This design comes from an exercise in tuning for small area, a short achievable clock period and few clock cycles per item on the open sky130 flow, not from production work.
Only simulation tests tie the RTL to the original design; equivalence was not proved.

== before ==
// sm3_expnd_top
module sm3_expnd_top (
    input  logic      clk,
    input  logic      rst_n,
    input  sm3_expnd_pkg::sm3_word_t pad_d_i,
    input  logic      pad_vld_i,
    input  logic      pad_lst_i,
    output logic      pad_rdy_o,
    output sm3_expnd_pkg::sm3_word_t wj_o,
    output sm3_expnd_pkg::sm3_word_t wjj_o,
    output logic      expnd_vld_o,
    output logic      expnd_lst_o
);
    logic sel_exp;
    logic sel_pad;
    sm3_expnd_ctrl u_ctrl (
        .clk         (clk),
        .rst_n       (rst_n),
        .pad_vld_i   (pad_vld_i),
        .pad_lst_i   (pad_lst_i),
        .pad_rdy_o   (pad_rdy_o),
        .sel_exp_o   (sel_exp),
        .sel_pad_o   (sel_pad),
        .expnd_vld_o (expnd_vld_o),
        .expnd_lst_o (expnd_lst_o)
    );
    sm3_word_window u_window (
        .clk       (clk),
        .sel_exp_i (sel_exp),
        .sel_pad_i (sel_pad),
        .pad_d_i   (pad_d_i),
        .wj_o      (wj_o),
        .wjj_o     (wjj_o)
    );
endmodule
For scale: about 570 flip-flops, ~100 I/O pins.
==> module sm3_expnd_ctrl, before the edit <==
module sm3_expnd_ctrl (
    input  logic clk,
    input  logic rst_n,
    input  logic pad_vld_i,
    input  logic pad_lst_i,
    output logic pad_rdy_o,
    output logic sel_exp_o,      
    output logic sel_pad_o,      
    output logic expnd_vld_o,
    output logic expnd_lst_o
);
    logic [6:0] idx_q;       
    logic [3:0] dbt_q;       
    logic       done_q;      
    logic       lst_q;       
    logic       lsto_q;
    logic       rdy_q;       
    logic       exp_q;       
    logic       vld_q;
    logic       selp_q;      
    logic       f_end_q;     
    logic       f_w15_q;     
    logic       f_idx0_q;    
    logic       f_ge4_q;     
    logic       f_ge5_q;     
    logic       f_dbt15_q;   
    logic       pad_acc;
    logic       inc;         
    logic       wrap;        
    logic       turn;        
    logic       rdy_d;
    logic       exp_d;
    logic       vld_d;
    assign pad_acc = pad_vld_i && rdy_q;
    assign inc     = exp_q || pad_acc;
    assign wrap    = exp_q && f_end_q;
    assign turn    = !exp_q && !pad_acc && !f_idx0_q;
    always_comb begin
        if (exp_q) begin
            exp_d = !f_end_q;
            rdy_d = f_end_q;
            vld_d = 1'b1;                        
        end else if (rdy_q) begin
            exp_d = pad_vld_i && f_w15_q;
            rdy_d = pad_vld_i ? !f_w15_q : f_idx0_q;
            vld_d = pad_vld_i && f_ge4_q;
        end else begin
            exp_d = 1'b0;
            rdy_d = f_idx0_q || f_dbt15_q;       
            vld_d = f_dbt15_q && f_ge5_q && !done_q;
        end
    end
    always_ff @(posedge clk or negedge rst_n) begin
        if (!rst_n) begin
            idx_q     <= '0;
            dbt_q     <= '0;
            done_q    <= 1'b0;
            lst_q     <= 1'b0;
            lsto_q    <= 1'b0;
            rdy_q     <= 1'b0;    
            selp_q    <= 1'b0;
            exp_q     <= 1'b0;
            vld_q     <= 1'b0;
            f_end_q   <= 1'b0;
            f_w15_q   <= 1'b0;
            f_idx0_q  <= 1'b1;
            f_ge4_q   <= 1'b0;
            f_ge5_q   <= 1'b0;
            f_dbt15_q <= 1'b0;
        end else begin
            rdy_q  <= rdy_d;
            selp_q <= rdy_d || exp_d;
            exp_q  <= exp_d;
            vld_q  <= vld_d;
            lsto_q <= wrap && lst_q;
            if (inc) begin
                idx_q     <= wrap ? 7'd0 : idx_q + 7'd1;
                f_end_q   <= (idx_q == 7'(67 - 1));
                f_w15_q   <= (idx_q == 7'd14);
                f_idx0_q  <= wrap;
                f_ge4_q   <= !wrap && (idx_q >= 7'd3);
                f_ge5_q   <= !wrap && (idx_q >= 7'(5 - 1));
            end
            if (turn) begin
                dbt_q     <= dbt_q + 4'd1;
                f_dbt15_q <= (dbt_q == 4'd14);
            end
            if (pad_acc) begin
                done_q <= 1'b0;
                lst_q  <= (lst_q && !f_idx0_q) || pad_lst_i;
            end else if (turn) begin
                done_q <= done_q || vld_q;
            end
        end
    end
    assign pad_rdy_o   = rdy_q;
    assign sel_exp_o   = exp_q;
    assign sel_pad_o   = selp_q;
    assign expnd_vld_o = vld_q;
    assign expnd_lst_o = lsto_q;
endmodule
==> module sm3_word_window, before the edit <==
module sm3_word_window (
    input  logic                     clk,
    input  logic                     sel_exp_i,
    input  logic                     sel_pad_i,
    input  sm3_expnd_pkg::sm3_word_t pad_d_i,
    output sm3_expnd_pkg::sm3_word_t wj_o,
    output sm3_expnd_pkg::sm3_word_t wjj_o
);
    localparam int NEWEST = 16 - 1;
    sm3_expnd_pkg::sm3_word_t win_q [16];
    sm3_expnd_pkg::sm3_word_t wjj_q;
    sm3_expnd_pkg::sm3_word_t mix_word;
    sm3_expnd_pkg::sm3_word_t exp_word;
    sm3_expnd_pkg::sm3_word_t in_word;
    function automatic sm3_expnd_pkg::sm3_word_t rotl(input sm3_expnd_pkg::sm3_word_t x, input int unsigned n);
        rotl = (x << n) | (x >> (32 - n));
    endfunction
    function automatic sm3_expnd_pkg::sm3_word_t p1(input sm3_expnd_pkg::sm3_word_t x);
        p1 = x ^ rotl(x, 15) ^ rotl(x, 23);
    endfunction
    assign mix_word = win_q[0] ^ win_q[7] ^ rotl(win_q[13], 15);
    assign exp_word = p1(mix_word) ^ rotl(win_q[3], 7) ^ win_q[10];
    assign in_word = sel_pad_i ? pad_d_i : win_q[0];
    always_ff @(posedge clk) begin
        for (int i = 0; i < NEWEST; i++) begin
            win_q[i] <= win_q[i + 1];
        end
        win_q[NEWEST] <= sel_exp_i ? exp_word : in_word;
        wjj_q         <= sel_exp_i ? (win_q[NEWEST - 3] ^ exp_word)
                                   : (win_q[NEWEST - 3] ^ in_word);
    end
    assign wj_o  = win_q[NEWEST - 4];
    assign wjj_o = wjj_q;   
endmodule
==> module sm3_expnd_top, before the edit <==
module sm3_expnd_top (
    input  logic      clk,
    input  logic      rst_n,
    input  sm3_expnd_pkg::sm3_word_t pad_d_i,
    input  logic      pad_vld_i,
    input  logic      pad_lst_i,
    output logic      pad_rdy_o,
    output sm3_expnd_pkg::sm3_word_t wj_o,
    output sm3_expnd_pkg::sm3_word_t wjj_o,
    output logic      expnd_vld_o,
    output logic      expnd_lst_o
);
    logic sel_exp;
    logic sel_pad;
    sm3_expnd_ctrl u_ctrl (
        .clk         (clk),
        .rst_n       (rst_n),
        .pad_vld_i   (pad_vld_i),
        .pad_lst_i   (pad_lst_i),
        .pad_rdy_o   (pad_rdy_o),
        .sel_exp_o   (sel_exp),
        .sel_pad_o   (sel_pad),
        .expnd_vld_o (expnd_vld_o),
        .expnd_lst_o (expnd_lst_o)
    );
    sm3_word_window u_window (
        .clk       (clk),
        .sel_exp_i (sel_exp),
        .sel_pad_i (sel_pad),
        .pad_d_i   (pad_d_i),
        .wj_o      (wj_o),
        .wjj_o     (wjj_o)
    );
endmodule
Settings: LEC_CHECK=0, CAP_MARGIN=20, CORE_MARGIN=2, CORE_UTILIZATION=40, CTS_CLUSTER_DIAMETER=80, CTS_CLUSTER_SIZE=30, SETUP_SLACK_MARGIN=1.7, SLEW_MARGIN=20; clock period 3.5 ns.
standard.sh (not shown) runs the stock make flow with config.mk's settings and CLKGATE_MAP_FILE= SYNTH_SCRIPT=/design/flow/synth_recipe.tcl, a recipe that flattens the netlist after the stock synthesis.
==> flow/flow/run.sh <==
#!/bin/bash
# The standard layout, with every port buffered by a buf_2 instead of the
# buffer buffer_ports picks by itself.
set -euo pipefail
export BUFFER_PORTS_ARGS="-buffer_cell sky130_fd_sc_hd__buf_2"
bash standard.sh finish > standard.log 2>&1
Testbench counts of before, summed over its fixed seeds: cycles 6,536, items 6,144.
### before -> after
--- a/flow/design.v
+++ b/flow/design.v
@@ -6,25 +6,29 @@
     input  logic clk,
     input  logic rst_n,
     input  logic pad_vld_i,
     input  logic pad_lst_i,
     output logic pad_rdy_o,
     output logic sel_exp_o,      
+    output logic sel_wexp_o,     
     output logic sel_pad_o,      
     output logic expnd_vld_o,
     output logic expnd_lst_o
 );
     logic [6:0] idx_q;       
     logic [3:0] dbt_q;       
     logic       done_q;      
     logic       lst_q;       
+    logic       tlst_q;      
     logic       lsto_q;
     logic       rdy_q;       
     logic       exp_q;       
+    logic       wexp_q;      
     logic       vld_q;
     logic       selp_q;      
+    logic [3:0] tail_q;      
     logic       f_end_q;     
     logic       f_w15_q;     
     logic       f_idx0_q;    
     logic       f_ge4_q;     
     logic       f_ge5_q;     
     logic       f_dbt15_q;   
@@ -32,16 +36,18 @@
     logic       inc;         
     logic       wrap;        
     logic       turn;        
     logic       rdy_d;
     logic       exp_d;
     logic       vld_d;
+    logic [3:0] tail_d;
     assign pad_acc = pad_vld_i && rdy_q;
     assign inc     = exp_q || pad_acc;
     assign wrap    = exp_q && f_end_q;
     assign turn    = !exp_q && !pad_acc && !f_idx0_q;
+    assign tail_d  = {tail_q[2:0], wrap};
     always_comb begin
         if (exp_q) begin
             exp_d = !f_end_q;
             rdy_d = f_end_q;
             vld_d = 1'b1;                        
         end else if (rdy_q) begin
@@ -57,32 +63,40 @@
     always_ff @(posedge clk or negedge rst_n) begin
         if (!rst_n) begin
             idx_q     <= '0;
             dbt_q     <= '0;
             done_q    <= 1'b0;
             lst_q     <= 1'b0;
+            tlst_q    <= 1'b0;
             lsto_q    <= 1'b0;
             rdy_q     <= 1'b0;    
             selp_q    <= 1'b0;
             exp_q     <= 1'b0;
+            wexp_q    <= 1'b0;
             vld_q     <= 1'b0;
+            tail_q    <= '0;
             f_end_q   <= 1'b0;
             f_w15_q   <= 1'b0;
             f_idx0_q  <= 1'b1;
             f_ge4_q   <= 1'b0;
             f_ge5_q   <= 1'b0;
             f_dbt15_q <= 1'b0;
         end else begin
             rdy_q  <= rdy_d;
             selp_q <= rdy_d || exp_d;
             exp_q  <= exp_d;
-            vld_q  <= vld_d;
-            lsto_q <= wrap && lst_q;
+            wexp_q <= exp_d || (tail_d[2:0] != 3'd0);
+            vld_q  <= vld_d || (tail_d[3:1] != 3'd0);
+            tail_q <= tail_d;
+            lsto_q <= tail_q[2] && tlst_q;
+            if (wrap) begin
+                tlst_q <= lst_q;
+            end
             if (inc) begin
                 idx_q     <= wrap ? 7'd0 : idx_q + 7'd1;
-                f_end_q   <= (idx_q == 7'(67 - 1));
+                f_end_q   <= (idx_q == 7'(64 - 1));
                 f_w15_q   <= (idx_q == 7'd14);
                 f_idx0_q  <= wrap;
                 f_ge4_q   <= !wrap && (idx_q >= 7'd3);
                 f_ge5_q   <= !wrap && (idx_q >= 7'(5 - 1));
             end
             if (turn) begin
@@ -96,20 +110,22 @@
                 done_q <= done_q || vld_q;
             end
         end
     end
     assign pad_rdy_o   = rdy_q;
     assign sel_exp_o   = exp_q;
+    assign sel_wexp_o  = wexp_q;
     assign sel_pad_o   = selp_q;
     assign expnd_vld_o = vld_q;
     assign expnd_lst_o = lsto_q;
 endmodule
 `timescale 1ns/1ps
 module sm3_word_window (
     input  logic                     clk,
     input  logic                     sel_exp_i,
+    input  logic                     sel_wexp_i,
     input  logic                     sel_pad_i,
     input  sm3_expnd_pkg::sm3_word_t pad_d_i,
     output sm3_expnd_pkg::sm3_word_t wj_o,
     output sm3_expnd_pkg::sm3_word_t wjj_o
 );
     localparam int NEWEST = 16 - 1;
@@ -129,14 +145,14 @@
     assign in_word = sel_pad_i ? pad_d_i : win_q[0];
     always_ff @(posedge clk) begin
         for (int i = 0; i < NEWEST; i++) begin
             win_q[i] <= win_q[i + 1];
         end
         win_q[NEWEST] <= sel_exp_i ? exp_word : in_word;
-        wjj_q         <= sel_exp_i ? (win_q[NEWEST - 3] ^ exp_word)
-                                   : (win_q[NEWEST - 3] ^ in_word);
+        wjj_q         <= sel_wexp_i ? (win_q[NEWEST - 3] ^ exp_word)
+                                    : (win_q[NEWEST - 3] ^ in_word);
     end
     assign wj_o  = win_q[NEWEST - 4];
     assign wjj_o = wjj_q;   
 endmodule
 `timescale 1ns/1ps
 module sm3_expnd_top (
@@ -149,27 +165,30 @@
     output sm3_expnd_pkg::sm3_word_t wj_o,
     output sm3_expnd_pkg::sm3_word_t wjj_o,
     output logic      expnd_vld_o,
     output logic      expnd_lst_o
 );
     logic sel_exp;
+    logic sel_wexp;
     logic sel_pad;
     sm3_expnd_ctrl u_ctrl (
         .clk         (clk),
         .rst_n       (rst_n),
         .pad_vld_i   (pad_vld_i),
         .pad_lst_i   (pad_lst_i),
         .pad_rdy_o   (pad_rdy_o),
         .sel_exp_o   (sel_exp),
+        .sel_wexp_o  (sel_wexp),
         .sel_pad_o   (sel_pad),
         .expnd_vld_o (expnd_vld_o),
         .expnd_lst_o (expnd_lst_o)
     );
     sm3_word_window u_window (
         .clk       (clk),
         .sel_exp_i (sel_exp),
+        .sel_wexp_i(sel_wexp),
         .sel_pad_i (sel_pad),
         .pad_d_i   (pad_d_i),
         .wj_o      (wj_o),
         .wjj_o     (wjj_o)
     );
 endmodule
### Flow results
- Summary of the comparison: count of buffers not belonging to the clock network in the layout is higher in after, relative to before.
- On core region area, before beats after.
- Re number of inverters outside the clock class in the layout: after is 2 up on before.
- [after] cell row count rose 1 relative to before
- after and before ended up with roughly the same clock transition at the registers of the reported paths.
Testbench counts of after, summed over its fixed seeds: cycles 6,272, items 6,144.

## separate check: timing with driven ports
In the flow no input, the clock included, has a driving cell. The finished layouts below were timed again as built, in two steps.
Step 1 assumes that a clkbuf_16 drives the clock port and a buf_2 every other input.
Step 2 also shifts input and output timing later by t, the mid clock arrival at the registers, as if the neighbouring blocks saw the same clock.
Three values: no drivers, after step 1, after step 2; two values: the first two.
| run | t, ns | slack for setup (ns) | worst setup path after step 2 | slew at the worst register clock pin (ns) | worst data-port slew with drivers (ns) |
|---|---|---|---|---|---|
| before | 0.585 | 1.695 / 1.644 / 1.751 | input to register | 0.11 / 0.11 | 0.04 |
| after | 0.610 | 1.688 / 1.638 / 1.543 | input to register | 0.11 / 0.11 | 0.04 |
After both steps setup and hold are still met in every run listed. The setup slack of after, which loses most, moves by -0.050 ns with the drivers and by -0.145 ns with both steps.
